What follows belongs to an exercise in optimizing a design on an open flow for small area, a short achievable clock period and few clock cycles per item; a production flow would make more cautious choices. Where RTL was checked, it was by simulation tests only, not by an equivalence proof against the original. Only the layout flow was run in run 6; the RTL was not checked for function there. Power and IR drop assume default switching activity.

File: design.v
package isr_pkg;
    localparam int DATA_WID = 256;
    localparam int ROOT_WID = DATA_WID / 2;
    typedef enum logic [1:0] {
        IDLE = 2'd0,
        CALC = 2'd1,
        DONE = 2'd2
    } isr_state_t;
endpackage
module isr_step #(
    parameter int ROOT_WID = isr_pkg::ROOT_WID
) (
    input  logic [ROOT_WID:0]   w,
    input  logic [ROOT_WID-1:0] r,
    input  logic [1:0]          bits,
    output logic [ROOT_WID:0]   w_next,
    output logic [ROOT_WID-1:0] r_next
);
    logic [ROOT_WID+2:0] t;
    logic [ROOT_WID+2:0] q;
    logic [ROOT_WID+3:0] d;
    logic                ge;
    always_comb begin
        t      = {w, bits};
        q      = {1'b0, r, 2'b01};
        d      = {1'b0, t} - {1'b0, q};
        ge     = !d[ROOT_WID+3];
        w_next = (ROOT_WID + 1)'(ge ? d[ROOT_WID+2:0] : t);
        r_next = {r[ROOT_WID-2:0], ge};
    end
endmodule
module isr_core #(
    parameter  int DATA_WID = isr_pkg::DATA_WID,
    localparam int ROOT_WID = DATA_WID / 2,
    localparam int CNT_WID  = $clog2(ROOT_WID)
) (
    input  logic                clk,
    input  logic                rst,
    input  logic [DATA_WID-1:0] a,
    input  logic                clken,
    input  logic                calcen,
    output logic                busy,
    output logic                done,
    output logic [ROOT_WID-1:0] root,
    output logic [ROOT_WID:0]   rem
);
    localparam logic [CNT_WID-1:0] LAST_CNT = CNT_WID'(ROOT_WID - 1);
    logic [DATA_WID-1:0] sr;
    logic [CNT_WID-1:0]  cnt;
    logic                calcen_d;
    logic                done_seen;
    logic                armed;
    logic [ROOT_WID-1:0] r_next;
    logic [ROOT_WID:0]   w_next;
    logic                idle;
    logic                start;
    isr_step #(
        .ROOT_WID (ROOT_WID)
    ) u_step (
        .w      (rem),
        .r      (root),
        .bits   (sr[DATA_WID-1 -: 2]),
        .w_next (w_next),
        .r_next (r_next)
    );
    always_comb begin
        idle  = !busy && !done;
        start = calcen && !calcen_d && armed && idle && !done_seen;
    end
    always_ff @(posedge clk) begin
        if (!busy) sr <= a;
        else       sr <= sr << 2;
    end
    always_ff @(posedge clk or posedge rst) begin
        if (rst) begin
            cnt       <= '0;
            calcen_d  <= 1'b0;
            done_seen <= 1'b0;
            armed     <= 1'b0;
            busy      <= 1'b0;
            done      <= 1'b0;
            root      <= '0;
            rem       <= '0;
        end else begin
            calcen_d <= calcen;
            armed    <= 1'b1;
            done     <= 1'b0;
            if (done) done_seen <= 1'b1;
            if (idle) begin
                if (clken) done_seen <= 1'b0;
                if (start) begin
                    root <= '0;
                    rem  <= '0;
                    cnt  <= '0;
                    busy <= 1'b1;
                end
            end
            if (busy) begin
                root <= r_next;
                rem  <= w_next;
                cnt  <= cnt + 1'b1;
                if (cnt == LAST_CNT) begin
                    busy <= 1'b0;
                    done <= 1'b1;
                end
            end
        end
    end
endmodule
File: run.sh
#!/bin/bash
# synth_recipe.tcl (not shown) runs the flow's synth.tcl, then flattens the netlist and writes it again
# the make line also repeats each setting of config.mk as NAME=value (left out here)
make -C /OpenROAD-flow-scripts/flow DESIGN_CONFIG=/design/flow/config.mk WORK_HOME=/design/flow/orfs CLKGATE_MAP_FILE= SYNTH_SCRIPT=/design/flow/synth_recipe.tcl finish
File: config.mk
export PLATFORM = sky130hd
export DESIGN_NAME = isr_core
export DESIGN_NICKNAME = isr_core
export VERILOG_FILES = /design/flow/design.v
export SDC_FILE = /design/flow/constraint.sdc
export NUM_CORES = 4
export LEC_CHECK = 0
export CAP_MARGIN = 20
export CORE_MARGIN = 2
export CORE_UTILIZATION = 40
export SLEW_MARGIN = 20
File: constraint.sdc
create_clock -name core_clock -period 5.0 [get_ports {clk}]
set_input_delay 1.0000 -clock core_clock [delete_from_list [all_inputs] [get_ports {clk}]]
set_output_delay 1.0000 -clock core_clock [all_outputs]
set_load 0.01 [all_outputs]
==> impl_metrics.json, run 1 <==
{
  "power_density_mw_per_mm2": 852,
  "cts-root-buf": "clkbuf_16",
  "grt_max_degree": 176,
  "post-route-util": 0.520,
  "worstMarginPinSlew_ps": 1220,
  "p_leak_nw": 14.8,
  "cp-start-kind": "register",
  "slowest_stage": "a31oi_1",
  "grt_pass1_vias": 24600,
  "wire_per_inst_um": 21.6,
  "critPathCaptureType": "register",
  "critPathMaxFanout": 7,
  "yosys_register_bits": 525,
  "area_growth_pct": 28.1,
  "final_cell_mix": "clkdlybuf4s50_1, nand2_1, dfrtp_1, dfxtp_1, mux2_2",
  "postRouteAntennaNets": 0,
  "fin_cells": 4428,
  "ff_latch_area_mm2": 0.0119,
  "grt_antenna_before_repair": 6,
  "post_cts_buffers": 0,
  "final_layout_size_suffix_gt1_frac": 0.114,
  "clock_path_buffers": 3,
  "status": "finished clean",
  "synthCells": 3047,
  "drc": 0,
  "required_ps": 5500,
  "slew_viol_final": 0,
  "grtUsageTotal": 0.259,
  "arrival_ps": 5170,
  "period_share": 0.935,
  "cts_tree": "yes",
  "avgSynthCellArea_um2": 9.17,
  "synth_nets": 3437,
  "numCtsBuffers": 57,
  "cap_violations": 0,
  "dpl.hpwl_um": 72600,
  "syn_area_mm2": 0.0279,
  "start_util": 0.406,
  "fmax_mhz": 214,
  "period_needed_ps": 4670,
  "cp_cell_sequence": "inv_1 > ha_1 > nor2b_1 > o31a_1 > o311a_1 > nor2_1 > o21ai_0 > buf_4 > a31oi_1 > o311ai_0 > nand2_1 > o21bai_1 > a311oi_1 > xor2_1 > o21ai_1",
  "setup-violations-final": 0,
  "total_power_mw": 30.5,
  "fillers": 6339,
  "critPathTopFamily": "compound AO/OA/AOI/OAI gates",
  "ir_worst_vdd_mv": 0.408,
  "finalHoldViolations": 0,
  "dr.pass1.iters": 5,
  "synth_warnings": 2,
  "cts.clk_slew.worst_paths_ps": 60,
  "globalplace.congestion": 0.980,
  "die_area_mm2": 0.0720,
  "finalClockSkew_ps": 29.0,
  "synth_seq_area_share": 0.424,
  "final_common_cell": "clkdlybuf4s50_1",
  "final_nets": 3839,
  "slew_headroom": 0.186,
  "grt_pass1_wl_um": 146000,
  "synth-edff-count": 0,
  "clk_latency_ps": 630,
  "grt_overflow": 0,
  "wl_um": 95600,
  "synth_cell_type_count": 64,
  "async_reset_ff_frac": 0.512,
  "via_per_inst": 5.59,
  "synthFlopType": "dfrtp_1",
  "port_buffers": 518,
  "hold_path_class": "reg2reg",
  "vias": 24700,
  "holdWs_ps": 450,
  "die_h_um": 268,
  "io_pins": 519,
  "num_rows": 96,
  "dp.cells": 4321,
  "die_w_um": 268,
  "final.setup.tns_ps": 0,
  "rsz0062_at_grt": "no",
  "cts.sinks": 525,
  "multiInputGateArea_mm2": 0.0147,
  "core_area_mm2": 0.0688,
  "path_buf_inv": 2,
  "setup.worst_path.class": "reg2reg",
  "slowest_delay_ps": 950,
  "ctsHtreeMaxLevel": 2,
  "drt_iter0_drc": 1768
}
-- worst reg2reg max path, delay by kind of cell (launching register included) --
| family | cells | cell delay, ps |
|---|---|---|
| compound gates | 8 | 2820 |
| buf+inv | 2 | 230 |
| xor+xnor | 1 | 170 |
| flops | 1 | 380 |
| fa+ha+maj | 1 | 330 |
| simple gates | 3 | 630 |
-- repair_timing --
action / in CTS / in global routing
resized for setup: 0 / 1
hold buffers: 0 / 0
endpoints found under the setup margin: 0 / 38
-- per-layer routing --
metal | GRT usage | vias to the layer above | part of all wire
li1 | - | 11800 | -
met1 | 0.322 | 12000 | 0.42
met2 | 0.440 | 808 | 0.48
met3 | 0.0631 | 167 | 0.069
met4 | 0.0814 | 10 | 0.031
met5 | 0 | - | 0.00065
-- synth_stat cells (4+ instances only) --
master,instances,area [µm²]
and3_1,13,81.3
o21ai_0,118,591
or2_2,7,43.8
mux2_2,254,2860
nor2_1,117,439
a32oi_1,14,123
ha_1,130,1630
o21a_1,20,150
o221ai_1,5,43.8
xor2_1,53,464
xnor2_1,69,604
a21boi_0,7,52.6
buf_4,15,113
o22ai_1,5,31.3
o31ai_1,142,1070
nand3_1,197,986
o21bai_1,33,248
o211ai_1,30,225
a21o_1,68,510
a221oi_1,6,52.6
buf_2,5,25.0
clkbuf_1,157,589
o311ai_0,4,35.0
dfxtp_1,256,5120
o31a_1,4,35.0
nand2b_1,7,43.8
nor3_1,34,170
o311ai_1,57,499
nand2_1,392,1470
or3_1,8,50.1
inv_1,171,642
a211oi_1,6,45.0
nand4_1,67,419
nor4_1,6,37.5
o21ai_1,11,55.1
dfrtp_1,269,6730
and4_1,8,70.1
buf_1,25,93.8
a31oi_1,22,138
nor2b_1,8,50.1
o2111ai_1,4,35.0
a21oi_1,182,911
-- sequential cells by signal, summed over array words and instances (netlist names) --
register	cells
cnt	7
root	128
sr	256
done_seen	1
busy	1
rem	129
calcen_d	1
done	1
armed	1
-- power by group --
part	internal [mW]	leakage [nW]	switching, mW
clock	2.60	0.983	1.82
sequential	6.34	5.49	1.47
combinational	7.97	8.32	10.3
total	16.9	14.8	13.6
-- worst paths after layout --
kind	cells past startpoint	slack [ps]	to	startpoint
worst max-delay path	15	330	rem[126]$_DFFE_PP0P_	root[0]$_DFFE_PP0P_
worst min-delay path	1	450	sr[195]$_DFF_P_	sr[193]$_DFF_P_
worst max register to register	15	330	rem[126]$_DFFE_PP0P_	root[0]$_DFFE_PP0P_
worst min register to register	1	450	sr[195]$_DFF_P_	sr[193]$_DFF_P_
max in group asynchronous	3	3150	rem[105]$_DFFE_PP0P_	rst
min in group asynchronous	2	850	root[45]$_DFFE_PP0P_	rst
-- through the flow --
| stage | instance area, µm² | setup WS, ps |
|---|---|---|
| global route | 35800 | 141 |
| floorplan | 28000 | 447 |
| global placement | 33800 | 463 |
| finish | 35800 | 325 |
| CTS | 35800 | 350 |
| detailed placement | 33800 | 376 |
-- cells by family after synthesis --
family | count (synthesis) | share of synthesized area
and+or+nand+nor | 876 | 0.142
AOI/OAI and AO/OA | 766 | 0.183
adders and majority gates | 130 | 0.0582
muxes | 254 | 0.102
xor gates and xnor gates | 122 | 0.0382
DFF | 525 | 0.424
buffers and inverters | 373 | 0.0523
other | 1 | 0.000134
-- area by class of cell --
cell class / count / share of cell area
inverter: 171 / 0.0180
sequential: 525 / 0.331
antenna: 1 / 0.0000699
multi-input combinational: 2149 / 0.409
clock buffer: 85 / 0.0481
timing repair buffer: 545 / 0.153
clock inverter: 21 / 0.00779
tap: 931 / 0.0325
Testbench counts, summed over its fixed seeds: cycles 33,528, items 256.
==> run 2, diff against run 1 <==
--- a/config.mk
+++ b/config.mk
@@ -8,4 +8,5 @@
 export CAP_MARGIN = 20
 export CORE_MARGIN = 2
 export CORE_UTILIZATION = 40
+export SETUP_SLACK_MARGIN = 1.5
 export SLEW_MARGIN = 20
==> run 2 against run 1 <==
Against the previous run: clock power up 4.8%; critical path depth grew 3; fmax up 21%; setup slack improved by 810 ps; highest routed layer unchanged; clock-buffer cell count is 4 lower; routed wire length up 8.9%; critical endpoint is now rem[73]$_DFFE_PP0P_; clock skew up 12 ps; still clean on timing, DRC and antenna.
==> impl_metrics.json, run 2 <==
{
  "setup.worst_path.class": "reg2reg",
  "synthFlopType": "dfrtp_1",
  "synth_cell_type_count": 64,
  "final_layout_size_suffix_gt1_frac": 0.255,
  "r2r_setup_slack_ps": 1140,
  "final_common_cell": "clkdlybuf4s50_1",
  "avgSynthCellArea_um2": 9.17,
  "grt_use_met2": 0.466,
  "io_pins": 519,
  "setup_slack_ps": 1140,
  "postRouteAntennaNets": 0,
  "largestRegisters": "sr x256, rem x129, root x128",
  "dp.cells": 4327,
  "met1_usage": 0.345,
  "synth_compound_area_frac": 0.183,
  "post-place-ws_ps": 660,
  "num_rows": 96,
  "post-route-util": 0.581,
  "die_w_um": 268,
  "die_h_um": 268,
  "synth-xor-area-share": 0.0382,
  "cts-root-buf": "clkbuf_16",
  "globalplace.congestion": 1.00,
  "vias": 25700,
  "wire_per_inst_um": 22.8,
  "seq_power_share": 0.220,
  "power.switching_mw": 16.0,
  "yosys.area_share.simple": 0.142,
  "syn_area_mm2": 0.0279,
  "grt_overflow": 0,
  "yosys_register_bits": 525,
  "worstSetupStartpoint": "root[22]$_DFFE_PP0P_",
  "cap_violations": 0,
  "dr.pass1.iters": 5,
  "core_area_mm2": 0.0688,
  "synth_warnings": 2,
  "period_share": 0.772,
  "synth_area_leaders": "dfrtp_1, dfxtp_1, mux2_2",
  "synth_area_leader_cell": "dfrtp_1",
  "fin_cells": 4562,
  "start_util": 0.406,
  "internal_power_mw": 20.4,
  "slew_viol_final": 0,
  "clock_path_buffers": 3,
  "port_buffers": 518,
  "setup-violations-final": 0,
  "synthMuxAreaShare": 0.102,
  "power_frac_clock": 0.127,
  "synth_commonest_cells": "nand2_1, dfrtp_1, dfxtp_1",
  "busiest_layer": "met2",
  "grt_pass1_wl_um": 154000,
  "r2r_cells": 18,
  "stdcell_area_mm2": 0.0400,
  "critPathCaptureType": "register",
  "ctsHtreeMaxLevel": 2,
  "drt_iter0_drc": 1754,
  "ir_worst_vdd_mv": 0.362,
  "slew_headroom": 0.281,
  "fmax_mhz": 259,
  "cts.sinks": 525,
  "period_needed_ps": 3860,
  "grt_antenna_before_repair": 4,
  "numCtsBuffers": 58,
  "synth_top_area_frac": 0.241,
  "grt_pass1_vias": 25700,
  "finalHoldViolations": 0,
  "holdWs_ps": 446,
  "synthCells": 3047,
  "largest_reg_flops": 256,
  "arrival_ps": 4410,
  "drc": 0,
  "rsz0062_at_grt": "yes",
  "wl_um": 104000,
  "final.setup.tns_ps": 0,
  "clk_latency_ps": 650,
  "synth-edff-count": 0,
  "total_power_mw": 36.4,
  "final_nets": 3973,
  "die_area_mm2": 0.0720,
  "cts_tree": "yes",
  "area_growth_pct": 43.0,
  "async_reset_ff_frac": 0.512,
  "status": "finished clean",
  "cp-start-kind": "register",
  "dpl.hpwl_um": 73600,
  "dpl_cell_area_mm2": 0.0344,
  "synth_nets": 3437,
  "p_sw_frac": 0.439,
  "required_ps": 5550,
  "cts.clk_slew.worst_paths_ps": 70,
  "globalRouteMet3Util": 0.0631,
  "finalClockSkew_ps": 41.2,
  "final_cell_mix": "clkdlybuf4s50_1, nand2_1, dfxtp_1, mux2_2, dfrtp_1",
  "synth_seq_area_share": 0.424,
  "synth-adder-area-share": 0.0582,
  "power_density_mw_per_mm2": 911,
  "synth_top_family_by_area": "compound AO/OA/AOI/OAI gates",
  "via_per_inst": 5.63,
  "timing.rr.end": "rem[73]$_DFFE_PP0P_",
  "power_frac_comb": 0.653,
  "largest-register": "sr",
  "grtUsageTotal": 0.276,
  "critPathMaxFanout": 8,
  "synth_most_common_cell": "nand2_1",
  "worstMarginPinSlew_ps": 1080,
  "grt_max_degree": 167,
  "endpoint": "rem[73]$_DFFE_PP0P_",
  "hold_path_class": "reg2reg",
  "r2r-start": "root[22]$_DFFE_PP0P_",
  "p_leak_nw": 16.1
}
==> run 2: cell count changes in the layout (fill, tap and decap cells not counted), sizes merged <==
cell      delta
buf        +124
bufinv       +3
clkbuf       +4
clkinv       -1
clkinvlp     +1
inv          +2
nand2        +1
==> run 2: power groups by stage <==
stage	Combinational, mW	Clock (mW)	Sequential (mW)
2_1_floorplan	12.5	0	7.77
3_3_place_gp	18.4	0	7.89
3_5_place_dp	18.6	0	7.95
4_1_cts	21.6	4.72	7.95
5_1_grt	25.6	4.89	8.19
6_report	23.8	4.63	7.99
==> run 2: how the worst min path moves through the flow <==
stage	startpoint	cells past startpoint	slack (ps)	to
final	sr[97]$_DFF_P_	1	450	sr[99]$_DFF_P_
after global routing	sr[97]$_DFF_P_	1	450	sr[99]$_DFF_P_
after CTS	sr[97]$_DFF_P_	1	450	sr[99]$_DFF_P_
after detailed placement	sr[107]$_DFF_P_	1	440	sr[109]$_DFF_P_
after global placement	sr[85]$_DFF_P_	1	440	sr[87]$_DFF_P_
after floorplan	sr[251]$_DFF_P_	1	430	sr[253]$_DFF_P_
==> run 2: layer usage <==
metal,wire (µm),vias to the layer above,part of all wire
met5,38,-,0.00036
met4,4140,6,0.040
met3,7470,195,0.072
met2,49900,908,0.48
met1,42600,12500,0.41
li1,-,12000,-
==> run 2: final cells by class <==
type,instances,area [µm²]
fill,5949,28900
multi-input combinational,2150,17000
sequential,525,11900
timing repair buffer,677,7170
clock buffer,81,1700
tap,931,1160
inverter,171,646
clock inverter,26,378
antenna,1,2.50
==> run 2: worst max-delay path, cell delays in order, from the launching register on <==
cell and delay (ps):
dfrtp_1 390, inv_2 80, ha_4 310, nand4_1 150, nor3_2 290, nand4_1 180
a21oi_4 250, nor2_4 80, o21ai_4 290, a211oi_4 130, o21bai_4 140, a211o_1 190
a211oi_4 80, buf_6 130, buf_16 150, buf_12 130, buf_16 140, or4_4 540
nand3_2 90
==> run 2: cells by family after synthesis <==
group	count (synthesis)
compound gates	766
xor+xnor	122
fa+ha+maj	130
buf+inv	373
flops	525
mux	254
other cells	1
simple gates	876
==> run 2: timing repair <==
item | 4_1_cts | 5_1_grt
gates resized for setup | 254 | 181
cloned | 17 | 8
endpoints found under the setup margin | 130 | 131
pin swaps | 54 | 65
setup buffers | 66 | 36
hold buffers | 0 | 0
==> run 3, diff against run 2 <==
--- a/config.mk
+++ b/config.mk
@@ -5,6 +5,7 @@
 export SDC_FILE = /design/flow/constraint.sdc
 export NUM_CORES = 4
 export LEC_CHECK = 0
+export ABC_CLOCK_PERIOD_IN_PS = 3000
 export CAP_MARGIN = 20
 export CORE_MARGIN = 2
 export CORE_UTILIZATION = 40
==> run 3 against run 2 <==
Against the previous run: clock skew stayed put; sequential power about the same; non-clock buffer count is the same; flip-flop and latch count is the same; final area unchanged; still clean on timing, DRC and antenna; core utilization did not move; first-iteration DRC count did not move; critical path depth did not move; setup slack unchanged.
==> impl_metrics.json, run 3 <==
{
  "stdcell_area_mm2": 0.0400,
  "cts.clk_slew.worst_paths_ps": 70,
  "cp-start-kind": "register",
  "synth_most_common_cell": "nand2_1",
  "dpl.hpwl_um": 73600,
  "start_util": 0.406,
  "internal_power_mw": 20.4,
  "cap_violations": 0,
  "seq_power_share": 0.220,
  "status": "finished clean",
  "synth_commonest_cells": "nand2_1, dfrtp_1, dfxtp_1",
  "critPathMaxFanout": 8,
  "fmax_mhz": 259,
  "setup_slack_ps": 1140,
  "post-route-util": 0.581,
  "drt_iter0_drc": 1754,
  "die_h_um": 268,
  "io_pins": 519,
  "ctsHtreeMaxLevel": 2,
  "synth_top_area_frac": 0.241,
  "cts.sinks": 525,
  "largestRegisters": "sr x256, rem x129, root x128",
  "grt_antenna_before_repair": 4,
  "ir_worst_vdd_mv": 0.362,
  "postRouteAntennaNets": 0,
  "synth_warnings": 2,
  "avgSynthCellArea_um2": 9.17,
  "final_layout_size_suffix_gt1_frac": 0.255,
  "wire_per_inst_um": 22.8,
  "period_needed_ps": 3860,
  "power.switching_mw": 16.0,
  "synth_nets": 3437,
  "required_ps": 5550,
  "grt_overflow": 0,
  "globalplace.congestion": 1.00,
  "p_leak_nw": 16.1,
  "synth_cell_type_count": 64,
  "final_cell_mix": "clkdlybuf4s50_1, nand2_1, dfxtp_1, mux2_2, dfrtp_1",
  "slowest_delay_ps": 540,
  "async_reset_ff_frac": 0.512,
  "setup.worst_path.class": "reg2reg",
  "synth_seq_area_share": 0.424,
  "final_nets": 3973,
  "wl_um": 104000,
  "synthCells": 3047,
  "vias": 25700,
  "final_common_cell": "clkdlybuf4s50_1",
  "largest-register": "sr",
  "arrival_ps": 4410,
  "power_frac_comb": 0.653,
  "power_density_mw_per_mm2": 911,
  "num_rows": 96,
  "drc": 0,
  "dr.pass1.iters": 5,
  "yosys_register_bits": 525,
  "via_per_inst": 5.63,
  "synth-edff-count": 0,
  "clock_path_buffers": 3,
  "critPathCaptureType": "register",
  "ctsHoldBuffers": 0,
  "setup-violations-final": 0,
  "critPathTopFamily": "simple AND/OR/NAND/NOR gates",
  "core_area_mm2": 0.0688,
  "slowest_stage": "or4_4",
  "syn_area_mm2": 0.0279,
  "post-place-ws_ps": 660,
  "path_buf_inv": 5,
  "grt_pass1_wl_um": 154000,
  "port_buffers": 518,
  "synth_area_leaders": "dfrtp_1, dfxtp_1, mux2_2",
  "largest_reg_flops": 256,
  "final.setup.tns_ps": 0,
  "hold_path_class": "reg2reg",
  "synthFlopType": "dfrtp_1",
  "period_share": 0.772,
  "total_power_mw": 36.4,
  "die_area_mm2": 0.0720,
  "cts_tree": "yes",
  "rsz0062_at_grt": "yes",
  "cts-root-buf": "clkbuf_16",
  "cp_cell_sequence": "inv_2 > ha_4 > nand4_1 > nor3_2 > nand4_1 > a21oi_4 > nor2_4 > o21ai_4 > a211oi_4 > o21bai_4 > a211o_1 > a211oi_4 > buf_6 > buf_16 > buf_12 > buf_16 > or4_4 > nand3_2",
  "power_frac_clock": 0.127,
  "grtUsageTotal": 0.276,
  "clk_latency_ps": 650,
  "dpl_cell_area_mm2": 0.0344,
  "grt_max_degree": 167,
  "finalClockSkew_ps": 41.2,
  "finalHoldViolations": 0,
  "worstMarginPinSlew_ps": 1080,
  "die_w_um": 268,
  "slew_headroom": 0.281,
  "grt_pass1_vias": 25700,
  "synth_area_leader_cell": "dfrtp_1",
  "numCtsBuffers": 58,
  "p_sw_frac": 0.439,
  "area_growth_pct": 43.0,
  "slew_viol_final": 0
}
## run 3: cell counts in the layout (fill, tap and decap cells not counted)
No cell type changed its count.
## run 3: routing by layer
metal / up-vias / part of all wire / global-route usage
met4: 6 / 0.040 / 0.0962
met5: - / 0.00036 / 0
met3: 195 / 0.072 / 0.0631
met2: 908 / 0.48 / 0.466
met1: 12500 / 0.41 / 0.345
li1: 12000 / - / -
## run 3: path summary, 6_finish.rpt
kind	from	to	slack, ps	cells after the start
min reg2reg	sr[97]$_DFF_P_	sr[99]$_DFF_P_	450	1
max	root[22]$_DFFE_PP0P_	rem[73]$_DFFE_PP0P_	1140	18
max in group asynchronous	rst	rem[94]$_DFFE_PP0P_	3140	3
max reg2reg	root[22]$_DFFE_PP0P_	rem[73]$_DFFE_PP0P_	1140	18
min	sr[97]$_DFF_P_	sr[99]$_DFF_P_	450	1
min in group asynchronous	rst	root[50]$_DFFE_PP0P_	900	2
## run 3: per-stage QoR
| step | hold slack, ps | std cells |
|---|---|---|
| after CTS | 449 | 4517 |
| after global routing | 451 | 4562 |
| after detailed placement | 438 | 4327 |
| after global placement | 436 | 4327 |
| final | 446 | 4562 |
| after floorplan | 433 | 3047 |
## run 3: power by group through the flow
stage / sequential [mW] / clock (mW) / combinational [mW]
6_report: 7.99 / 4.63 / 23.8
5_1_grt: 8.19 / 4.89 / 25.6
4_1_cts: 7.95 / 4.72 / 21.6
3_5_place_dp: 7.95 / 0 / 18.6
3_3_place_gp: 7.89 / 0 / 18.4
2_1_floorplan: 7.77 / 0 / 12.5
## run 3: cells by family (layout without fill, tap and decap cells)
logic type | count (synthesis) | in the layout | synth area share
adder cells (fa/ha/maj) | 130 | 130 | 0.0582
buffers and inverters | 373 | 955 | 0.0523
other | 1 | 2 | 0.000134
multiplexers | 254 | 254 | 0.102
AND/OR/NAND/NOR | 876 | 877 | 0.142
XOR/XNOR | 122 | 122 | 0.0382
flip-flops | 525 | 525 | 0.424
AO/OA/AOI/OAI | 766 | 766 | 0.183
## run 3: final cells by class
cell class	instances	area [µm²]
Antenna cell	1	2.50
Clock buffer	81	1700
Clock inverter	26	378
Fill cell	5949	28900
Inverter	171	646
Multi-Input combinational cell	2150	17000
Sequential cell	525	11900
Tap cell	931	1160
Timing Repair Buffer	677	7170
## run 3: timing repair
item,CTS,global route
pin swaps,54,65
cloned,17,8
buffers inserted,66,36
setup endpoints to repair,130,131
resized for setup,254,181
==> run 4, diff against run 3 <==
--- a/config.mk
+++ b/config.mk
@@ -5,9 +5,8 @@
 export SDC_FILE = /design/flow/constraint.sdc
 export NUM_CORES = 4
 export LEC_CHECK = 0
-export ABC_CLOCK_PERIOD_IN_PS = 3000
 export CAP_MARGIN = 20
 export CORE_MARGIN = 2
 export CORE_UTILIZATION = 40
-export SETUP_SLACK_MARGIN = 1.5
+export SETUP_SLACK_MARGIN = 2.5
 export SLEW_MARGIN = 20
==> run 4 against run 3 <==
Against the previous run: core utilization is 1.0 points lower; clock-buffer cell count is 6 higher; area after synthesis stayed put; non-clock buffer count is 9 higher; fmax is 1.6% lower; final area is 1.8% lower; register-to-register slack worse by 60 ps; critical endpoint is now rem[6]$_DFFE_PP0P_.
==> impl_metrics.json, run 4 <==
{
  "setup.worst_path.class": "reg2reg",
  "finalClockSkew_ps": 47.2,
  "critPathTopFamily": "compound AO/OA/AOI/OAI gates",
  "rsz0062_at_grt": "yes",
  "path_common_cell": "buf_12",
  "path_buf_inv": 5,
  "cts.sinks": 525,
  "synthCells": 3047,
  "synth_commonest_cells": "nand2_1, dfrtp_1, dfxtp_1",
  "synth_cell_type_count": 64,
  "hold_path_class": "reg2reg",
  "dr_wl_met3_um": 7420,
  "drc": 0,
  "ctsHoldBuffers": 0,
  "die_w_um": 268,
  "grt_antenna_before_repair": 3,
  "via_per_inst": 5.65,
  "setup-violations-final": 0,
  "grt_overflow": 0,
  "ff_latch_area_mm2": 0.0119,
  "power.switching_mw": 15.3,
  "largest-register": "sr",
  "grt_pass1_vias": 25700,
  "synth_warnings": 2,
  "syn_area_mm2": 0.0279,
  "die_h_um": 268,
  "largest_reg_flops": 256,
  "p_leak_nw": 16.6,
  "cts.clk_slew.worst_paths_ps": 60,
  "yosys_register_bits": 525,
  "seq_power_share": 0.224,
  "required_ps": 5550,
  "globalplace.congestion": 0.959,
  "multiInputGateArea_mm2": 0.0162,
  "clock_path_buffers": 3,
  "final_cell_mix": "nand2_1, clkdlybuf4s50_1, dfxtp_1, mux2_2, dfrtp_1",
  "wl_um": 101000,
  "drt_iter0_drc": 1805,
  "cts_tree": "yes",
  "ir_worst_vdd_mv": 0.341,
  "internal_power_mw": 19.5,
  "arrival_ps": 4470,
  "synth_top_area_frac": 0.241,
  "fmax_mhz": 255,
  "final_layout_size_suffix_gt1_frac": 0.253,
  "synth_seq_area_share": 0.424,
  "status": "finished clean",
  "dpl.hpwl_um": 72200,
  "io_pins": 519,
  "slew_viol_final": 0,
  "post-place-ws_ps": 536,
  "dpl_cell_area_mm2": 0.0344,
  "holdWs_ps": 451,
  "critPathCaptureType": "register",
  "cts-root-buf": "clkbuf_16",
  "dr.pass1.iters": 5,
  "synth_area_leaders": "dfrtp_1, dfxtp_1, mux2_2",
  "worstMarginPinSlew_ps": 1130,
  "die_area_mm2": 0.0720,
  "period_share": 0.785,
  "largestRegisters": "sr x256, rem x129, root x128",
  "cp-start-kind": "register",
  "postRouteAntennaNets": 0,
  "power_density_mw_per_mm2": 888,
  "fin_cells": 4569,
  "slowest_delay_ps": 420,
  "post-route-util": 0.570,
  "power_frac_comb": 0.641,
  "clk_latency_ps": 660,
  "synth_most_common_cell": "nand2_1",
  "p_sw_frac": 0.439,
  "num_rows": 96,
  "synth-edff-count": 0,
  "slowest_stage": "a211oi_4",
  "final.setup.tns_ps": 0,
  "area_growth_pct": 40.4,
  "stdcell_area_mm2": 0.0392,
  "finalHoldViolations": 0,
  "setup_slack_ps": 1080,
  "final_common_cell": "nand2_1",
  "core_area_mm2": 0.0688,
  "avgSynthCellArea_um2": 9.17,
  "final_nets": 3983,
  "grtUsageTotal": 0.273,
  "wl_met1_um": 40700,
  "slew_headroom": 0.246,
  "route.met2.wl_um": 49500,
  "dr.max_layer_used": "met5",
  "ctsHtreeMaxLevel": 2,
  "synth_area_leader_cell": "dfrtp_1",
  "numCtsBuffers": 60,
  "critPathMaxFanout": 16,
  "period_needed_ps": 3920,
  "dp.cells": 4325,
  "synth_nets": 3437,
  "cap_violations": 0,
  "power_frac_clock": 0.136,
  "port_buffers": 518,
  "cp_cell_sequence": "inv_2 > ha_4 > a21o_1 > o21bai_4 > a221oi_2 > o211ai_1 > nor2_4 > o21ai_4 > a211oi_4 > o21bai_4 > a211o_1 > a211oi_4 > buf_12 > buf_12 > buf_12 > buf_16 > nand3_2 > o311ai_1",
  "total_power_mw": 34.9,
  "wire_per_inst_um": 22.2,
  "grt_max_degree": 206,
  "grt_pass1_wl_um": 153000,
  "synthFlopType": "dfrtp_1",
  "start_util": 0.406,
  "async_reset_ff_frac": 0.512,
  "vias": 25800,
  "fillers": 6191
}
-- run 4: cell counts after synthesis --
No cell type changed its count.
-- run 4: layout make-up --
| class | instances | area share |
|---|---|---|
| antenna | 2 | 0.000128 |
| clock buffer | 87 | 0.0484 |
| clock inverter | 18 | 0.00689 |
| inverter | 171 | 0.0165 |
| multi-input combinational | 2149 | 0.414 |
| sequential | 525 | 0.304 |
| tap | 931 | 0.0297 |
| timing repair buffer | 686 | 0.180 |
-- run 4: power groups by stage --
stage / registers, mW / clock network (mW) / logic [mW]
after global placement: 7.89 / 0 / 18.3
after CTS: 7.77 / 4.82 / 21.1
final: 7.80 / 4.74 / 22.3
after detailed placement: 7.94 / 0 / 18.5
after floorplan: 7.77 / 0 / 12.5
after global routing: 8.02 / 4.99 / 24.1
-- run 4: repair_timing --
item                       4_1_cts  5_1_grt
resized for setup              578      114
setup endpoints to repair      389      148
gates cloned                    18        5
hold endpoints to repair         0        0
pin swaps                       44       37
buffers inserted                92       22
-- run 4: cell families after synthesis --
group / count (synthesis) / synth area share
AO/OA/AOI/OAI: 766 / 0.183
XOR/XNOR: 122 / 0.0382
AND/OR/NAND/NOR: 876 / 0.142
multiplexers: 254 / 0.102
adder cells (fa/ha/maj): 130 / 0.0582
buffers and inverters: 373 / 0.0523
other: 1 / 0.000134
flip-flops: 525 / 0.424
-- run 4: final timing paths --
check,startpoint,endpoint,slack [ps],cells past startpoint
max,root[18]$_DFFE_PP0P_,rem[6]$_DFFE_PP0P_,1080,18
min,sr[185]$_DFF_P_,sr[187]$_DFF_P_,450,1
max reg2reg,root[18]$_DFFE_PP0P_,rem[6]$_DFFE_PP0P_,1080,18
min reg2reg,sr[185]$_DFF_P_,sr[187]$_DFF_P_,450,1
max in group asynchronous,rst,rem[106]$_DFFE_PP0P_,2980,3
min in group asynchronous,rst,root[49]$_DFFE_PP0P_,830,2
-- run 4: metal layers --
layer | vias up | track usage
met5 | - | 0
li1 | 12100 | -
met4 | 4 | 0.104
met1 | 12600 | 0.337
met3 | 195 | 0.0613
met2 | 939 | 0.464
-- run 4: worst register-to-register path, cell delays in order (launching register included) --
cell	delay, ps
dfrtp_1	390
inv_2	100
ha_4	230
a21o_1	170
o21bai_4	180
a221oi_2	250
o211ai_1	210
nor2_4	170
o21ai_4	110
a211oi_4	420
o21bai_4	100
a211o_1	360
a211oi_4	340
buf_12	190
buf_12	130
buf_12	120
buf_16	160
nand3_2	80
o311ai_1	110
==> run 5, diff against run 4 <==
==> flow/run.sh (new file) <==
#!/bin/bash
# The standard layout (the standard.sh, all steps) with two options
# changed: no full/half-adder extraction in synthesis (ADDER_MAP_FILE empty),
# so ABC maps adders as plain gates, and the port buffers that placement
# inserts on every input and output are the small buf_1 (the resizer still
# sizes them as timing needs). Registers are untouched by either.
set -euo pipefail
bash standard.sh ADDER_MAP_FILE= "BUFFER_PORTS_ARGS=-buffer_cell sky130_fd_sc_hd__buf_1" finish > standard_make.log 2>&1
==> standard.sh (new file) <==
#!/bin/bash
# synth_recipe.tcl (not shown) runs the flow's synth.tcl, then flattens the netlist and writes it again
# the make line also repeats each setting of config.mk as NAME=value (left out here)
make -C /OpenROAD-flow-scripts/flow DESIGN_CONFIG=/design/flow/config.mk WORK_HOME=/design/flow/orfs CLKGATE_MAP_FILE= SYNTH_SCRIPT=/design/flow/synth_recipe.tcl "${@:-finish}"
--- a/config.mk
+++ b/config.mk
@@ -8,5 +8,5 @@
 export CAP_MARGIN = 20
 export CORE_MARGIN = 2
 export CORE_UTILIZATION = 40
-export SETUP_SLACK_MARGIN = 2.5
+export SETUP_SLACK_MARGIN = 1.5
 export SLEW_MARGIN = 20
removed: run.sh
==> run 5 against run 4 <==
Against the previous run: critical path type unchanged; synthesized cell count up 4.0%; via count is 1.3% lower; register-to-register slack improved by 30 ps; non-clock buffer count up 1; largest power group unchanged; highest routed layer unchanged; clock power down 9.3%; area after synthesis rose by 3.8%; flip-flop and latch count unchanged; die area is 3.7% higher; setup slack gained 29 ps; first-iteration DRC count down 3.0%; total power fell by 8.5%.
==> impl_metrics.json, run 5 <==
{
  "status": "finished clean",
  "drc": 0,
  "synth_compound_area_frac": 0.156,
  "final_layout_size_suffix_gt1_frac": 0.248,
  "largest-register": "sr",
  "synth_top_family_by_area": "simple AND/OR/NAND/NOR gates",
  "postRouteAntennaNets": 0,
  "power.switching_mw": 14.4,
  "async_reset_ff_frac": 0.512,
  "seq_power_share": 0.271,
  "area_growth_pct": 29.7,
  "ir_worst_vdd_mv": 0.434,
  "grt_overflow": 0,
  "synth_nets": 3429,
  "finalClockSkew_ps": 25.6,
  "fmax_mhz": 257,
  "synth_cell_type_count": 96,
  "die_area_mm2": 0.0747,
  "wire_per_inst_um": 20.6,
  "worstMarginPinSlew_ps": 1200,
  "yosys.area_share.simple": 0.171,
  "final_nets": 4026,
  "grt_antenna_before_repair": 2,
  "clk_latency_ps": 640,
  "ctsHtreeMaxLevel": 2,
  "hold_path_class": "reg2reg",
  "synth-edff-count": 0,
  "grt_max_degree": 167,
  "synth_top_area_frac": 0.232,
  "synth_area_leader_cell": "dfrtp_1",
  "p_sw_frac": 0.452,
  "vias": 25500,
  "num_rows": 98,
  "arrival_ps": 4410,
  "power_frac_clock": 0.135,
  "dr.pass1.iters": 5,
  "synthCells": 3169,
  "power_frac_comb": 0.594,
  "synth_area_leaders": "dfrtp_1, dfxtp_1, mux2_2",
  "grtUsageTotal": 0.252,
  "drt_iter0_drc": 1751,
  "synth-xor-area-share": 0.101,
  "core_area_mm2": 0.0716,
  "grt_pass1_vias": 25100,
  "cts.clk_slew.worst_paths_ps": 60,
  "die_h_um": 273,
  "dpl_cell_area_mm2": 0.0319,
  "grt_pass1_wl_um": 148000,
  "cts.sinks": 525,
  "setup.worst_path.class": "reg2reg",
  "period_needed_ps": 3890,
  "critPathCaptureType": "register",
  "required_ps": 5520,
  "synth_seq_area_share": 0.409,
  "start_util": 0.405,
  "largestRegisters": "sr x256, rem x129, root x128",
  "final.setup.tns_ps": 0,
  "synthMuxAreaShare": 0.0993,
  "cap_violations": 0,
  "period_share": 0.779,
  "yosys_register_bits": 525,
  "synth_most_common_cell": "nand2_1",
  "cts_tree": "yes",
  "cts-root-buf": "clkbuf_16",
  "antenna_cells": 0,
  "final_common_cell": "buf_1",
  "stdcell_area_mm2": 0.0376,
  "finalHoldViolations": 0,
  "synth_warnings": 2,
  "rsz0062_at_grt": "yes",
  "syn_area_mm2": 0.0290,
  "via_per_inst": 5.35,
  "dpl.hpwl_um": 66700,
  "fillers": 6728,
  "globalplace.congestion": 0.959,
  "numCtsBuffers": 58,
  "p_leak_nw": 14.2,
  "critPathMaxFanout": 4,
  "port_buffers": 518,
  "largest_reg_flops": 256,
  "clock_path_buffers": 3,
  "power_density_mw_per_mm2": 848,
  "internal_power_mw": 17.5,
  "io_pins": 519,
  "setup-violations-final": 0,
  "slew_viol_final": 0,
  "slew_headroom": 0.203,
  "synthFlopType": "dfrtp_1",
  "avgSynthCellArea_um2": 9.16,
  "final_cell_mix": "buf_1, nand2_1, dfxtp_1, mux2_2, dfrtp_1",
  "wl_um": 97900,
  "die_w_um": 273,
  "synth_commonest_cells": "nand2_1, dfrtp_1, dfxtp_1",
  "cp-start-kind": "register",
  "synth-adder-area-share": 0.0254
}
run 5: changes by cell type after synthesis, sizes merged, moves of 119 or more:
cell / delta
xnor2: +163
o21ai: +176
o31ai: -126
nand2b: +119
ha: -130
nor2: +131
nand3: -157
run 5: what timing repair did:
item,4_1_cts,5_1_grt
gates cloned,17,3
setup buffers,83,36
pin swaps,120,105
hold buffers,0,0
resized for setup,419,171
setup endpoints to repair,130,130
run 5: routing by layer:
metal / vias to the layer above / track usage / wire length, µm
met2: 825 / 0.422 / 46800
met5: - / 0 / 24
li1: 12100 / - / -
met1: 12300 / 0.317 / 40600
met3: 161 / 0.0629 / 7440
met4: 4 / 0.0848 / 3100
run 5: kinds of logic (layout without fill, tap and decap cells):
kind of cell | count (synthesis) | after routing
AND/OR/NAND/NOR | 1011 | 1011
AO/OA/AOI/OAI | 699 | 699
flip-flops | 525 | 525
XOR/XNOR | 333 | 333
buffers and inverters | 271 | 913
multiplexers | 256 | 256
adder cells (fa/ha/maj) | 73 | 73
other | 1 | 1
run 5: final cells by class:
type / instances / area [µm²] / area share
inverter: 121 / 463 / 0.0123
clock buffer: 84 / 1650 / 0.0438
sequential: 525 / 11900 / 0.318
timing repair buffer: 687 / 3820 / 0.101
clock inverter: 21 / 246 / 0.00655
tap: 950 / 1190 / 0.0316
multi-input combinational: 2373 / 18300 / 0.487
run 5: stage by stage:
stage / util / power (mW) / hold slack (ps) / setup WS [ps] / std cells
after global placement: 0.445 / 22.7 / 435 / 552 / 4517
after detailed placement: 0.445 / 22.8 / 439 / 435 / 4517
after floorplan: - / 18.8 / 433 / 447 / 3169
final: 0.526 / 31.9 / 447 / 1110 / 4761
after global routing: 0.526 / 34.0 / 457 / 950 / 4761
after CTS: 0.509 / 30.3 / 451 / 1110 / 4722
run 5: power by group through the flow:
stage	logic, mW	registers, mW	clock network (mW)
2_1_floorplan	10.7	8.12	0
3_3_place_gp	14.1	8.55	0
3_5_place_dp	14.2	8.59	0
4_1_cts	17.4	8.55	4.40
5_1_grt	20.5	8.95	4.56
6_report	18.9	8.66	4.30
run 5: worst paths after layout:
| path | from | endpoint | slack (ps) | depth (start not counted) |
|---|---|---|---|---|
| setup / recovery | root[2]$_DFFE_PP0P_ | rem[121]$_DFFE_PP0P_ | 1110 | 17 |
| setup reg to reg | root[2]$_DFFE_PP0P_ | rem[121]$_DFFE_PP0P_ | 1110 | 17 |
| min in group asynchronous | rst | root[29]$_DFFE_PP0P_ | 510 | 2 |
| hold / removal | sr[196]$_DFF_P_ | sr[198]$_DFF_P_ | 450 | 1 |
| max in group asynchronous | rst | root[86]$_DFFE_PP0P_ | 3410 | 3 |
| hold reg to reg | sr[196]$_DFF_P_ | sr[198]$_DFF_P_ | 450 | 1 |
run 5: critical path: stages, from the launching register on:
cell and delay [ps]:
dfrtp_2 410, nand2b_4 160, a2111oi_4 390, o21ai_4 130, a21boi_4 230, o31ai_4 120, buf_4 160, a21oi_4 190
o2111ai_4 160, a2111oi_4 360, buf_4 200, o21ai_4 110, o21ba_4 270, o32ai_4 340, a21boi_2 120, xnor2_2 150
mux2i_1 200, nand2_1 70
==> run 6, diff against run 5 <==
==> design.v (replaced) <==
package isr_pkg;
    localparam int DATA_WID = 256;
    localparam int ROOT_WID = DATA_WID / 2;
    typedef enum logic [1:0] {
        IDLE = 2'd0,
        CALC = 2'd1,
        DONE = 2'd2
    } isr_state_t;
endpackage
module isr_step #(
    parameter int ROOT_WID = isr_pkg::ROOT_WID
) (
    input  logic [ROOT_WID:0]   w,
    input  logic [ROOT_WID-1:0] r,
    input  logic [1:0]          bits,
    output logic [ROOT_WID:0]   w_next,
    output logic [ROOT_WID-1:0] r_next
);
    logic [ROOT_WID+2:0] t;
    logic [ROOT_WID+2:0] q;
    logic                ge;
    always_comb begin
        t      = {w, bits};
        q      = {1'b0, r, 2'b01};
        ge     = (t >= q);
        w_next = (ROOT_WID + 1)'(ge ? (t - q) : t);
        r_next = {r[ROOT_WID-2:0], ge};
    end
endmodule
module isr_core #(
    parameter  int DATA_WID = isr_pkg::DATA_WID,
    localparam int ROOT_WID = DATA_WID / 2,
    localparam int CNT_WID  = $clog2(ROOT_WID)
) (
    input  logic                clk,
    input  logic                rst,
    input  logic [DATA_WID-1:0] a,
    input  logic                clken,
    input  logic                calcen,
    output logic                busy,
    output logic                done,
    output logic [ROOT_WID-1:0] root,
    output logic [ROOT_WID:0]   rem
);
    localparam logic [CNT_WID-1:0] LAST_CNT = CNT_WID'(ROOT_WID - 1);
    isr_pkg::isr_state_t state;
    logic [DATA_WID-1:0] sr;
    logic [ROOT_WID-1:0] r_work;
    logic [ROOT_WID:0]   w_work;
    logic [CNT_WID-1:0]  cnt;
    logic                calcen_d;
    logic                done_seen;
    logic                armed;
    logic [ROOT_WID-1:0] r_next;
    logic [ROOT_WID:0]   w_next;
    logic                start;
    isr_step #(
        .ROOT_WID (ROOT_WID)
    ) u_step (
        .w      (w_work),
        .r      (r_work),
        .bits   (sr[DATA_WID-1 -: 2]),
        .w_next (w_next),
        .r_next (r_next)
    );
    always_comb begin
        start = calcen && !calcen_d && armed && (state == isr_pkg::IDLE) && !done_seen;
    end
    always_ff @(posedge clk or posedge rst) begin
        if (rst) begin
            state     <= isr_pkg::IDLE;
            sr        <= '0;
            r_work    <= '0;
            w_work    <= '0;
            cnt       <= '0;
            calcen_d  <= 1'b0;
            done_seen <= 1'b0;
            armed     <= 1'b0;
            busy      <= 1'b0;
            done      <= 1'b0;
            root      <= '0;
            rem       <= '0;
        end else begin
            calcen_d <= calcen;
            armed    <= 1'b1;
            done     <= 1'b0;
            case (state)
                isr_pkg::IDLE: begin
                    if (clken) begin
                        done_seen <= 1'b0;
                    end
                    if (start) begin
                        sr     <= a;
                        r_work <= '0;
                        w_work <= '0;
                        cnt    <= '0;
                        busy   <= 1'b1;
                        state  <= isr_pkg::CALC;
                    end
                end
                isr_pkg::CALC: begin
                    sr     <= sr << 2;
                    r_work <= r_next;
                    w_work <= w_next;
                    cnt    <= cnt + 1'b1;
                    if (cnt == LAST_CNT) begin
                        root  <= r_next;
                        rem   <= w_next;
                        busy  <= 1'b0;
                        done  <= 1'b1;
                        state <= isr_pkg::DONE;
                    end
                end
                isr_pkg::DONE: begin
                    done_seen <= 1'b1;
                    state     <= isr_pkg::IDLE;
                end
                default: begin
                    state <= isr_pkg::IDLE;
                end
            endcase
        end
    end
endmodule
==> run.sh (new file) <==
#!/bin/bash
# synth_recipe.tcl (not shown) runs the flow's synth.tcl, then flattens the netlist and writes it again
# the make line also repeats each setting of config.mk as NAME=value (left out here)
make -C /OpenROAD-flow-scripts/flow DESIGN_CONFIG=/design/flow/config.mk WORK_HOME=/design/flow/orfs CLKGATE_MAP_FILE= SYNTH_SCRIPT=/design/flow/synth_recipe.tcl finish
--- a/config.mk
+++ b/config.mk
@@ -8,5 +8,4 @@
 export CAP_MARGIN = 20
 export CORE_MARGIN = 2
 export CORE_UTILIZATION = 40
-export SETUP_SLACK_MARGIN = 1.5
 export SLEW_MARGIN = 20
removed: flow/run.sh
removed: standard.sh
==> run 6 against run 5 <==
Against the previous run: via count increased by 39%; fmax shrank 9.3%; die area is 39% higher; setup slack worse by 400 ps; cell count grew 35%; sequential power is about 10% higher; clock skew grew 2.4 ps; synthesized cell count rose by 48%; flip-flop and latch count increased by 259; still clean on timing, DRC and antenna; first-iteration DRC count grew 49%; routed wire length rose by 34%; non-clock buffer count is 109 lower.
==> impl_metrics.json, run 6 <==
{
  "synthCells": 4691,
  "post_cts_buffers": 0,
  "final_common_cell": "dfrtp_1",
  "worstMarginPinSlew_ps": 1030,
  "grt_overflow": 0,
  "cp-start-kind": "register",
  "post-place-ws_ps": 766,
  "io_pins": 519,
  "fillers": 9600,
  "cts_tree": "yes",
  "area_growth_pct": 23.3,
  "grt_pass1_wl_um": 205000,
  "final_cell_mix": "dfrtp_1, nor2_1, o21ai_0, clkdlybuf4s50_1, nand2_1",
  "die_w_um": 322,
  "synthFlopType": "dfrtp_1",
  "synth_commonest_cells": "dfrtp_1, nor2_1, o21ai_0",
  "slowest_stage": "a2111oi_2",
  "clock_path_buffers": 3,
  "cts.sinks": 784,
  "synth_most_common_cell": "dfrtp_1",
  "drt_iter0_drc": 2603,
  "cap_violations": 0,
  "holdWs_ps": 476,
  "postCtsResizedCells": 0,
  "wire_per_inst_um": 20.4,
  "setup-violations-final": 0,
  "final_layout_size_suffix_gt1_frac": 0.0509,
  "period_share": 0.859,
  "grtUsageTotal": 0.250,
  "largest-register": "sr",
  "min_from": "root[65]$_DFFE_PP0P_",
  "postRouteAntennaNets": 0,
  "core_area_mm2": 0.100,
  "rsz0062_at_grt": "no",
  "vias": 35500,
  "grt_pass1_vias": 34800,
  "status": "finished clean",
  "die_area_mm2": 0.103,
  "dp.cells": 6248,
  "period_needed_ps": 4290,
  "finalClockSkew_ps": 28.0,
  "ctsHoldBuffers": 0,
  "syn_area_mm2": 0.0404,
  "avgSynthCellArea_um2": 8.61,
  "setup.worst_path.class": "reg2reg",
  "synth-edff-count": 0,
  "yosys_register_bits": 784,
  "synth_area_leaders": "dfrtp_1, o21ai_0, nor2_1",
  "die_h_um": 322,
  "worstHoldEndpoint": "root[65]$_DFFE_PP0P_",
  "critPathCaptureType": "register",
  "largest_reg_flops": 256,
  "ir_worst_vdd_mv": 0.462,
  "required_ps": 5550,
  "slew_viol_final": 0,
  "dr.pass1.iters": 5,
  "grt_max_degree": 239,
  "slowest_delay_ps": 700,
  "drc": 0,
  "synth_cell_type_count": 92,
  "wl_um": 131000,
  "clk_latency_ps": 690,
  "slew_headroom": 0.311,
  "ctsHtreeMaxLevel": 3,
  "fin_cells": 6411,
  "synth_top_area_frac": 0.486,
  "globalplace.congestion": 0.908,
  "timing.rr.end": "rem[104]$_DFFE_PP0P_",
  "synth_area_leader_cell": "dfrtp_1",
  "port_buffers": 518,
  "cts-root-buf": "clkbuf_16",
  "finalHoldViolations": 0,
  "cp_cell_sequence": "inv_1 > ha_1 > nand4_1 > nor3b_1 > nand4_1 > o21bai_1 > a2111oi_2 > nor2_1 > o211ai_1 > a21oi_1 > mux2i_1 > nand2_1",
  "via_per_inst": 5.54,
  "total_power_mw": 35.1,
  "start_util": 0.404,
  "arrival_ps": 4850,
  "largestRegisters": "sr x256, rem x129, w_work x129",
  "numCtsBuffers": 89,
  "hold_path_class": "reg2reg",
  "fmax_mhz": 233,
  "p_leak_nw": 21.0,
  "hold_depth": 2,
  "synth_nets": 5082,
  "critPathMaxFanout": 7,
  "grt_antenna_before_repair": 6,
  "async_reset_ff_frac": 1.00,
  "synth_seq_area_share": 0.486,
  "r2r_cells": 12,
  "power_density_mw_per_mm2": 705,
  "num_rows": 116,
  "final_nets": 5432,
  "dpl.hpwl_um": 94000,
  "synth_warnings": 2,
  "r2r-start": "r_work[34]$_DFFE_PP0P_",
  "setup_slack_ps": 707,
  "cts.clk_slew.worst_paths_ps": 60,
  "path_common_cell": "nand4_1",
  "r2r_setup_slack_ps": 710,
  "antenna_cells": 0
}
[run 6: changes by cell type after synthesis, moves of 171 or more]
cell     change
dfrtp_1    +515
o21ai_0    +387
xnor2_1    -171
dfxtp_1    -256
mux2_2     -251
nand2_1    +186
nand3_1    +237
o22ai_1    +249
nor2_1     +420
[run 6: report_power, final]
group | internal, mW | switching [mW] | total (mW) | leakage [nW]
logic | 6.66 | 11.8 | 18.5 | 10.9
registers | 8.31 | 1.24 | 9.55 | 8.51
clock network | 4.23 | 2.86 | 7.09 | 1.57
[run 6: worst max path at each step]
stage | to | depth (start not counted) | startpoint | slack (ps)
after global routing | rem[2]$_DFFE_PP0P_ | 13 | r_work[49]$_DFFE_PP0P_ | 410
after floorplan | armed$_DFF_PP0_ | 1 | rst | -6760
final | rem[104]$_DFFE_PP0P_ | 12 | r_work[34]$_DFFE_PP0P_ | 710
after global placement | rem[2]$_DFFE_PP0P_ | 14 | r_work[24]$_DFFE_PP0P_ | 760
after CTS | rem[2]$_DFFE_PP0P_ | 14 | r_work[25]$_DFFE_PP0P_ | 750
after detailed placement | rem[2]$_DFFE_PP0P_ | 14 | r_work[44]$_DFFE_PP0P_ | 770
[run 6: worst max-delay path, delay by kind of cell, from the launching register on]
family,cells,cell delay (ps)
flip-flops,1,340
adder cells (fa/ha/maj),1,430
AO/OA/AOI/OAI,4,1670
AND/OR/NAND/NOR,5,1350
multiplexers,1,260
buffers and inverters,1,90
[run 6: routing by layer]
metal | share of wire | wire length, µm | up-vias | global-route usage
li1 | - | - | 17200 | -
met1 | 0.45 | 59100 | 17200 | 0.343
met2 | 0.45 | 59500 | 975 | 0.392
met3 | 0.069 | 9000 | 193 | 0.0612
met4 | 0.026 | 3400 | 10 | 0.0711
met5 | 0.00049 | 64 | - | 0
[run 6: cell families (layout without fill, tap and decap cells)]
| logic type | after synthesis | after routing | share of synthesized area |
|---|---|---|---|
| other cells | 1 | 1 | 0.0000929 |
| flops | 784 | 784 | 0.486 |
| xor+xnor | 117 | 117 | 0.0254 |
| simple gates | 1669 | 1669 | 0.178 |
| fa+ha+maj | 131 | 131 | 0.0406 |
| buf+inv | 494 | 916 | 0.0487 |
| mux | 48 | 48 | 0.0121 |
| compound gates | 1447 | 1447 | 0.209 |
[run 6: through the flow]
stage / utilization / area, µm² / TNS (ps)
after floorplan: - / 40400 / -5297430
after global placement: 0.466 / 46600 / 0
after detailed placement: 0.466 / 46600 / 0
after CTS: 0.498 / 49800 / 0
after global routing: 0.498 / 49800 / 0
final: 0.498 / 49800 / 0
[run 6: layout make-up]
cell class	count	area [µm²]	share of cell area
flip-flops and latches	784	19600	0.394
multi-input cells	3413	18900	0.379
repair buffers	578	5840	0.117
clock buffers	120	2580	0.0519
well taps	1298	1620	0.0326
inverters	175	661	0.0133
clock inverters	43	611	0.0123

separate check: timing with driven ports:
The results above use ideal ports. As a check the final layouts listed here were re-extracted and re-timed, cells and wires unchanged.
Step 1 sets driving cells, clkbuf_16 on the clock port and buf_2 on the other inputs (assumed; they add their load-dependent delay and slew).
Step 2 also shifts input and output timing later by t, the mid clock arrival at the registers, as if the neighbouring blocks saw the same clock.
Three values: ideal ports, drivers, drivers and shift; two values: the first two.
run | shift t [ns] | slack for setup (ns) | worst slew at a driven data input, ns
run 1 | 0.684 | 0.325 / 0.325 / 0.325 | 0.12
run 2 | 0.690 | 1.140 / 1.140 / 1.140 | 0.12
run 3 | 0.690 | 1.140 / 1.140 / 1.140 | 0.12
run 4 | 0.696 | 1.077 / 1.077 / 1.077 | 0.12
run 5 | 0.690 | 1.105 / 1.105 / 1.105 | 0.08
run 6 | 0.743 | 0.707 / 0.707 / 0.707 | 0.12
After both steps setup and hold are still met in every run listed.
